Context: an optimization exercise on an open-source flow, tuned for small area, a short achievable clock period and few clock cycles per item. The choices shown serve that exercise and are no tape-out recipe. RTL that was checked went through simulation tests only; none was proved equivalent to the original. Power figures rest on the tool's default switching activity, not on a simulated workload.

## lane 3
==> module pcg_event_out, before the edit <==
module pcg_event_out (
   input  logic                  clock,
   input  logic                  reset,
   input  logic                  push,      
   input  logic [1:0]            e_kind,
   input  logic [3:0]            e_lane,
   input  logic [6:0]            e_note,
   input  logic [12:0]           e_vel,
   input  logic [21:0]           e_off,
   input  logic [15:0]           e_time,
   input  logic                  e_last,
   input  logic                  e_on,      
   output logic                  skid_busy,
   output logic                  skid_busy_nx,
   output logic                  rsp_tvalid,
   input  logic                  rsp_tready,
   output logic [RSP_DATA_W-1:0] rsp_tdata,
   output logic [1:0]            rsp_tuser,
   output logic                  rsp_tlast
);
   localparam int EW = 66;
   logic          o_valid_ff;
   logic          o_on_ff;
   logic [1:0]    o_kind_ff;
   logic [3:0]    o_lane_ff;
   logic [6:0]    o_note_ff;
   logic [12:0]   o_vel_ff;
   logic [21:0]   o_off_ff;
   logic [15:0]   o_time_ff;
   logic          o_last_ff;
   logic          s_valid_ff;
   logic [EW-1:0] s_ff;
   logic [EW-1:0] e_bus;
   logic [EW-1:0] o_src;
   logic          o_free;
   assign e_bus  = {e_on, e_last, e_kind, e_lane, e_note, e_vel, e_off, e_time};
   assign o_free = !o_valid_ff || (rsp_tready && !o_on_ff);
   assign o_src  = s_valid_ff ? s_ff : e_bus;
   assign skid_busy    = s_valid_ff;
   assign skid_busy_nx = s_valid_ff ? !o_free : (push && !o_free);
   always_ff @(posedge clock) begin
      if (reset) begin
         o_valid_ff <= 1'b0;
         o_on_ff    <= 1'b0;
         s_valid_ff <= 1'b0;
      end else begin
         if (o_on_ff) begin
            if (rsp_tready) begin
               o_on_ff <= 1'b0;
            end
         end else if (o_free) begin
            o_valid_ff <= s_valid_ff || push;
            o_on_ff    <= o_src[EW-1] && (s_valid_ff || push);
         end
         s_valid_ff <= skid_busy_nx;
      end
   end
   always_ff @(posedge clock) begin
      if (o_on_ff) begin
         if (rsp_tready) begin
            o_kind_ff <= EVT_PITCH;
            o_vel_ff  <= '0;
            o_last_ff <= 1'b1;
         end
      end else if (o_free) begin
         {o_last_ff, o_kind_ff, o_lane_ff, o_note_ff, o_vel_ff, o_off_ff, o_time_ff} <= o_src[EW-2:0];
         o_last_ff <= o_src[EW-2] && !o_src[EW-1];
      end
      if (!s_valid_ff) begin
         s_ff <= e_bus;
      end
   end
   assign rsp_tvalid = o_valid_ff;
   assign rsp_tuser  = o_kind_ff;
   assign rsp_tlast  = o_last_ff;
   assign rsp_tdata  = {2'd0, o_time_ff, o_off_ff & {22{!o_on_ff}}, o_vel_ff, o_note_ff, o_lane_ff};
endmodule
==> flow/config.mk <==
export PLATFORM = sky130hd
export DESIGN_NAME = poly_cv_gate_to_note_events
export DESIGN_NICKNAME = poly_cv_gate_to_note_events
export VERILOG_FILES = /design/flow/design.v
export SDC_FILE = /design/flow/constraint.sdc
export NUM_CORES = 4
export LEC_CHECK = 0
export CAP_MARGIN = 20
export CORE_MARGIN = 2
export CORE_UTILIZATION = 40
export SLEW_MARGIN = 20
==> flow/constraint.sdc <==
create_clock -name core_clock -period 10.0 [get_ports {clock}]
set_input_delay 2.0000 -clock core_clock [delete_from_list [all_inputs] [get_ports {clock}]]
set_output_delay 2.0000 -clock core_clock [all_outputs]
set_load 0.01 [all_outputs]
standard.sh (not shown) runs the stock make flow with config.mk's settings and CLKGATE_MAP_FILE= SYNTH_SCRIPT=/design/flow/synth_recipe.tcl, a recipe that flattens the netlist after the stock synthesis.
==> flow/flow/run.sh <==
#!/bin/bash
# Layout flow: the standard layout (standard.sh, with its synthesis
# unchanged), run with timing repair aimed below the clock period, small
# plain buffers on the ports (resized by repair where timing needs it) and
# larger clock-tree sink clusters. Each tool's output goes to a log file here.
set -euo pipefail
export SETUP_SLACK_MARGIN=6.15
export BUFFER_PORTS_ARGS="-buffer_cell sky130_fd_sc_hd__buf_1"
export CTS_CLUSTER_SIZE=25
export CTS_CLUSTER_DIAMETER=100
bash standard.sh > standard_flow.log 2>&1
Testbench counts of lane 3, summed over its fixed seeds: cycles 34,101, items 32,000.
Relative to lane 3, the following input files were edited for lane 2:
==> flow/design.v, changed modules only <==
module pcg_event_out (
   input  logic                  clock,
   input  logic                  reset,
   input  logic                  push,      
   input  logic [1:0]            e_kind,
   input  logic [3:0]            e_lane,
   input  logic [6:0]            e_note,
   input  logic [12:0]           e_vel,
   input  logic [21:0]           e_off,
   input  logic [15:0]           e_time,
   input  logic                  e_last,
   input  logic                  e_on,      
   output logic                  skid_busy,
   output logic                  skid_busy_nx,
   output logic                  rsp_tvalid,
   input  logic                  rsp_tready,
   output logic [RSP_DATA_W-1:0] rsp_tdata,
   output logic [1:0]            rsp_tuser,
   output logic                  rsp_tlast
);
   localparam int EW = 66;
   logic          o_valid_ff;
   logic          o_on_ff;
   logic [1:0]    o_kind_ff;
   logic [3:0]    o_lane_ff;
   logic [6:0]    o_note_ff;
   logic [12:0]   o_vel_ff;
   logic [21:0]   o_off_ff;
   logic [15:0]   o_time_ff;
   logic          o_last_ff;
   logic [1:0]    cnt_ff;         
   logic [1:0]    cnt_nx;
   logic [EW-1:0] q0_ff;
   logic [EW-1:0] q1_ff;
   logic [EW-1:0] e_bus;
   logic [EW-1:0] o_src;
   logic          o_free;
   logic          o_take;         
   logic          pop;
   logic          to_q;
   assign e_bus  = {e_on, e_last, e_kind, e_lane, e_note, e_vel, e_off, e_time};
   assign o_free = !o_valid_ff || (rsp_tready && !o_on_ff);
   assign o_take = o_free && !o_on_ff;
   assign o_src  = (cnt_ff != 2'd0) ? q0_ff : e_bus;
   assign pop    = o_take && (cnt_ff != 2'd0);
   assign to_q   = push && !(o_take && cnt_ff == 2'd0);
   assign cnt_nx = cnt_ff - 2'(pop) + 2'(to_q);
   assign skid_busy    = (cnt_ff == 2'd2);
   assign skid_busy_nx = (cnt_nx == 2'd2);
   always_ff @(posedge clock) begin
      if (reset) begin
         o_valid_ff <= 1'b0;
         o_on_ff    <= 1'b0;
         cnt_ff     <= 2'd0;
      end else begin
         if (o_on_ff) begin
            if (rsp_tready) begin
               o_on_ff <= 1'b0;
            end
         end else if (o_free) begin
            o_valid_ff <= (cnt_ff != 2'd0) || push;
            o_on_ff    <= o_src[EW-1] && ((cnt_ff != 2'd0) || push);
         end
         cnt_ff <= cnt_nx;
      end
   end
   always_ff @(posedge clock) begin
      if (o_on_ff) begin
         if (rsp_tready) begin
            o_kind_ff <= EVT_PITCH;
            o_vel_ff  <= '0;
            o_last_ff <= 1'b1;
         end
      end else if (o_free) begin
         {o_last_ff, o_kind_ff, o_lane_ff, o_note_ff, o_vel_ff, o_off_ff, o_time_ff} <= o_src[EW-2:0];
         o_last_ff <= o_src[EW-2] && !o_src[EW-1];
      end
      if (pop) begin
         q0_ff <= (cnt_ff == 2'd2) ? q1_ff : e_bus;
         if (to_q && cnt_ff == 2'd2) begin
            q1_ff <= e_bus;
         end
      end else begin
         if (cnt_ff == 2'd0) begin
            q0_ff <= e_bus;
         end
         if (to_q && cnt_ff == 2'd1) begin
            q1_ff <= e_bus;
         end
      end
   end
   assign rsp_tvalid = o_valid_ff;
   assign rsp_tuser  = o_kind_ff;
   assign rsp_tlast  = o_last_ff;
   assign rsp_tdata  = {2'd0, o_time_ff, o_off_ff & {22{!o_on_ff}}, o_vel_ff, o_note_ff, o_lane_ff};
endmodule
- Synthesized area grows by a little under 10% when moving from lane 3 to lane 2.
- Summary: with lane 3 as the reference, aggregate routed wire length in lane 2 moved up by more than 10%.
- Looking at worst setup path category, the in -> reg result is from lane 3; the reg -> reg one comes from lane 2.
- Summary of the comparison: die area is higher in lane 2, relative to lane 3.
- Comparing lane 3 and lane 2, the lower pin count of the biggest net entering global routing was measured on lane 3.
- Re net switching component of the power: lane 3 and lane 2 aren't equal, and the higher value belongs to lane 2.
- From lane 3 to lane 2 the numbers moved as follows: final cell count up 516; time the worst path needs with I/O delays and setup picked up an extra 0.23 ns.
- Compared with lane 3, lane 2 shows a worst setup margin that is 0.23 ns lower.
- Compared with lane 3, in lane 2 fraction of the mapped netlist area in compound gates decreased 1.1 points, worst voltage drop across the vdd grid increased about 70%, half-perimeter wire length after placement increased 4.2 mm, cell count of the worst reg-to-reg path increased 6.
Function not checked in lane 2: the RTL went through the layout flow alone.


the previous run:
Starting RTL as in the previous note.
clock: 10.0 ns
lec_check: 0
cap_margin: 20
core_margin: 2
core_utilization: 40
slew_margin: 20
==> flow/flow/run.sh <==
#!/bin/bash
# Layout flow: the standard layout (standard.sh, with its synthesis
# unchanged), run with timing repair aimed below the clock period, small
# plain buffers on the ports (resized by repair where timing needs it) and
# larger clock-tree sink clusters. Each tool's output goes to a log file here.
set -euo pipefail
export SETUP_SLACK_MARGIN=6
export BUFFER_PORTS_ARGS="-buffer_cell sky130_fd_sc_hd__buf_1"
export CTS_CLUSTER_SIZE=25
export CTS_CLUSTER_DIAMETER=100
bash standard.sh > standard_flow.log 2>&1
The previous run finished all stages; the layout is clean.
Testbench counts of the previous run, summed over its fixed seeds: cycles 34,101, items 32,000.
Edits applied to the flow inputs when going from the previous run to the current run:
--- a/flow/design.v
+++ b/flow/design.v
@@ -225,33 +225,39 @@
                gg[i] = gg[i] | (pp[i] & gg[((i >> l) << l) - 1]);
                pp[i] = pp[i] & pp[((i >> l) << l) - 1];
             end
          end
       end
       nonneg = !(s[23] ^ k[23] ^ gg[22]);
    end
 endmodule
 module pcg_velocity_pre (
-   input  logic [17:0] vel_t,       
+   input  logic [15:0] vel_l,       
    output logic [12:0] hi_s,
    output logic [12:0] hi_k,
    output logic        c6
 );
-   logic [18:0] s1, k1, s2, k2, s3, k3;
-   logic        no_c6;
-   pcg_csa #(.W(19)) u_v1 (.a(19'(vel_t) << 1), .b(19'(vel_t >> 3)), .c(19'(vel_t >> 7)),
+   logic [20:0] s1, k1, s2, k2, s3, k3, s4, k4, s5, k5, s6, k6, s7, k7;
+   logic        no_c;
+   pcg_csa #(.W(21)) u_v1 (.a(21'(vel_l) << 4), .b(21'(vel_l) << 3), .c(21'(vel_l)),
                            .s(s1), .k(k1));
-   pcg_csa #(.W(19)) u_v2 (.a(s1), .b(k1), .c(19'(vel_t >> 11)), .s(s2), .k(k2));
-   pcg_csa #(.W(19)) u_v3 (.a(s2), .b(k2), .c(19'd38), .s(s3), .k(k3));
-   pcg_uge #(.W(6)) u_c6 (.a(~k3[5:0]), .b(s3[5:0]), .ge(no_c6));
-   assign c6   = !no_c6;
-   assign hi_s = s3[18:6];
-   assign hi_k = k3[18:6];
+   pcg_csa #(.W(21)) u_v2 (.a(21'(vel_l >> 1)), .b(21'(vel_l >> 4)), .c(21'(vel_l >> 5)),
+                           .s(s2), .k(k2));
+   pcg_csa #(.W(21)) u_v3 (.a(21'(vel_l >> 8)), .b(21'(vel_l >> 9)), .c(21'd148),
+                           .s(s3), .k(k3));
+   pcg_csa #(.W(21)) u_v4 (.a(s1), .b(k1), .c(s2), .s(s4), .k(k4));
+   pcg_csa #(.W(21)) u_v5 (.a(k2), .b(s3), .c(k3), .s(s5), .k(k5));
+   pcg_csa #(.W(21)) u_v6 (.a(s4), .b(k4), .c(s5), .s(s6), .k(k6));
+   pcg_csa #(.W(21)) u_v7 (.a(s6), .b(k6), .c(k5), .s(s7), .k(k7));
+   pcg_uge #(.W(8)) u_c (.a(~k7[7:0]), .b(s7[7:0]), .ge(no_c));
+   assign c6   = !no_c;
+   assign hi_s = s7[20:8];
+   assign hi_k = k7[20:8];
 endmodule
 module pcg_velocity (
    input  logic [12:0] hi_s,
    input  logic [12:0] hi_k,
    input  logic        c6,
    input  logic [1:0]  vel_sel,     
    output logic [12:0] velocity
 );
    logic [12:0] quot;
@@ -422,19 +428,19 @@
    logic               a_valid_ff;
    logic               a_reset_ff;
    logic [3:0]         a_lane_ff;
    logic [4:0]         a_req_ff;       
    logic signed [16:0] a_gate_ff;
    logic               a_ge;           
    logic               a_le;           
    logic signed [16:0] a_pitch_ff;
    logic signed [6:0]  a_m_ff;         
-   logic [17:0]        a_vt_ff;        
+   logic [15:0]        a_vl_ff;        
    logic [1:0]         a_vsel_ff;
    logic [15:0]        a_time_ff;
    logic               b_valid_ff;
    logic               b_simple_ff;    
    logic               b_final_ff;     
    logic               it_reset_ff;    
    logic [15:0]        it_sel_ff;      
    logic [15:0]        it_pend_ff;     
    logic               it_use_ff;      
@@ -451,19 +457,18 @@
    logic               bfree_ff;       
    logic [15:0]        it_time_ff;
    logic               rec_gate_ff;    
    logic [6:0]         rec_note_ff;
    logic signed [19:0] rec_t_ff;
    logic [4:0]         lanes_ff;       
    logic signed [16:0] in_gate;
    logic signed [16:0] in_vl;
    logic [4:0]         in_count;
-   logic [17:0]        in_vt;
    logic               a_lane0;
    logic [15:0]        a_sel;
    logic               a_simple;
    logic [19:0]        a_t_s, a_t_k, a_t;
    logic [12:0]        a_vhs;
    logic [12:0]        a_vhk;
    logic               a_vc;
    logic [15:0]        a_pend;
    logic [12:0]        c_vel;
@@ -539,19 +544,19 @@
       .gates_nx  (gates_nx),
       .gate_set  (gate_set),
       .gate_clr  (gate_clr),
       .note_we   (note_we),
       .t_we      (t_we),
       .wr_note   (c_note),
       .wr_t      (it_t_ff)
    );
    pcg_velocity_pre u_velocity_pre (
-      .vel_t (a_vt_ff),
+      .vel_l (a_vl_ff),
       .hi_s  (a_vhs),
       .hi_k  (a_vhk),
       .c6    (a_vc)
    );
    pcg_velocity u_velocity (
       .hi_s     (it_vhs_ff),
       .hi_k     (it_vhk_ff),
       .c6       (it_vc_ff),
       .vel_sel  (it_vsel_ff),
@@ -585,34 +590,33 @@
       .rsp_tready   (rsp_tready),
       .rsp_tdata    (rsp_tdata),
       .rsp_tuser    (rsp_tuser),
       .rsp_tlast    (rsp_tlast)
    );
    assign req_tready = rdy_ff;
    assign in_count = req_tdata[8:4];
    assign in_gate  = req_tdata[25:9];
    assign in_vl    = req_tdata[64:48];
-   pcg_add #(.W(18)) u_in_vt (.a(18'(in_vl[15:0])), .b(18'(in_vl[15:0]) << 1), .cin(1'b0), .s(in_vt));
    always_ff @(posedge clock) begin
       if (rdy_ff) begin
          a_reset_ff <= req_tuser[0];
          a_lane_ff  <= req_tdata[3:0];
          if (in_count == 5'd0) begin
             a_req_ff <= 5'd1;
          end else if (in_count > 5'd16) begin
             a_req_ff <= 5'd16;
          end else begin
             a_req_ff <= in_count;
          end
          a_gate_ff  <= in_gate;
          a_pitch_ff <= req_tdata[42:26];
          a_m_ff     <= 7'sd15 + 7'($signed(req_tdata[47:43])) + (7'($signed(req_tdata[47:43])) <<< 1);
-         a_vt_ff    <= in_vt;
+         a_vl_ff    <= in_vl[15:0];
          if (!req_tdata[65]) begin
             a_vsel_ff <= 2'd1;
          end else if (in_vl[16] || in_vl == 17'd0) begin
             a_vsel_ff <= 2'd2;
          end else if (in_vl >= 17'sd40955) begin
             a_vsel_ff <= 2'd3;
          end else begin
             a_vsel_ff <= 2'd0;
          end
Results
Changes observed in the current run relative to the previous run: insertion delay of the later-clocked pin in the worst-skew pair grew by 0.02 ns; met1 track demand over resource in global routing fell 1.2 points; multi-input combinational area share now larger; number of gates resized after cts went down.
| minimum period implied by the final worst setup slack | the current run vs the previous run | worse |
For the previous run, the critical path class was in2reg, unlike the current run, where it was reg2reg.
Looking at the previous run and the current run, the detailed-route wire length is a wash.
Changes observed in the current run relative to the previous run: data-path buffer share of cell area in the final layout increased 0.82 points; final cell count climbed 49.
For the current run, only the layout was checked, not whether the RTL still works.

==> separate check: timing with driven ports <==
Ports are ideal in the flow. The routed layouts listed here were re-timed in OpenROAD.
Step 1 (the two cells are an assumption about what drives the block):
set clk [get_ports {clock}]
set_driving_cell -lib_cell sky130_fd_sc_hd__clkbuf_16 $clk
set_driving_cell -lib_cell sky130_fd_sc_hd__buf_2 [delete_from_list [all_inputs] $clk]
Step 2 moves the port delays by t, midway between the first and last clock arrival at a register: inputs arrive t later, outputs are due t later. That takes back most of the time a late clock gives input paths.
Three values: ideal, step 1, step 2; two values: the first two.
| run | t, ns | setup slack, ns | worst data-port slew with drivers (ns) |
|---|---|---|---|
| lane 3 | 0.679 | 6.185 / 6.185 / 5.506 | 0.06 |
| lane 2 | 0.694 | 5.954 / 5.954 / 5.467 | 0.13 |
| the previous run | 0.696 | 5.982 / 5.994 / 5.299 | 0.08 |
| the current run | 0.700 | 5.954 / 5.954 / 5.954 | 0.05 |
After both steps every run listed still meets setup and hold. The setup slack of the previous run, which loses most, moves by +0.012 ns with the drivers and by -0.683 ns with both steps.
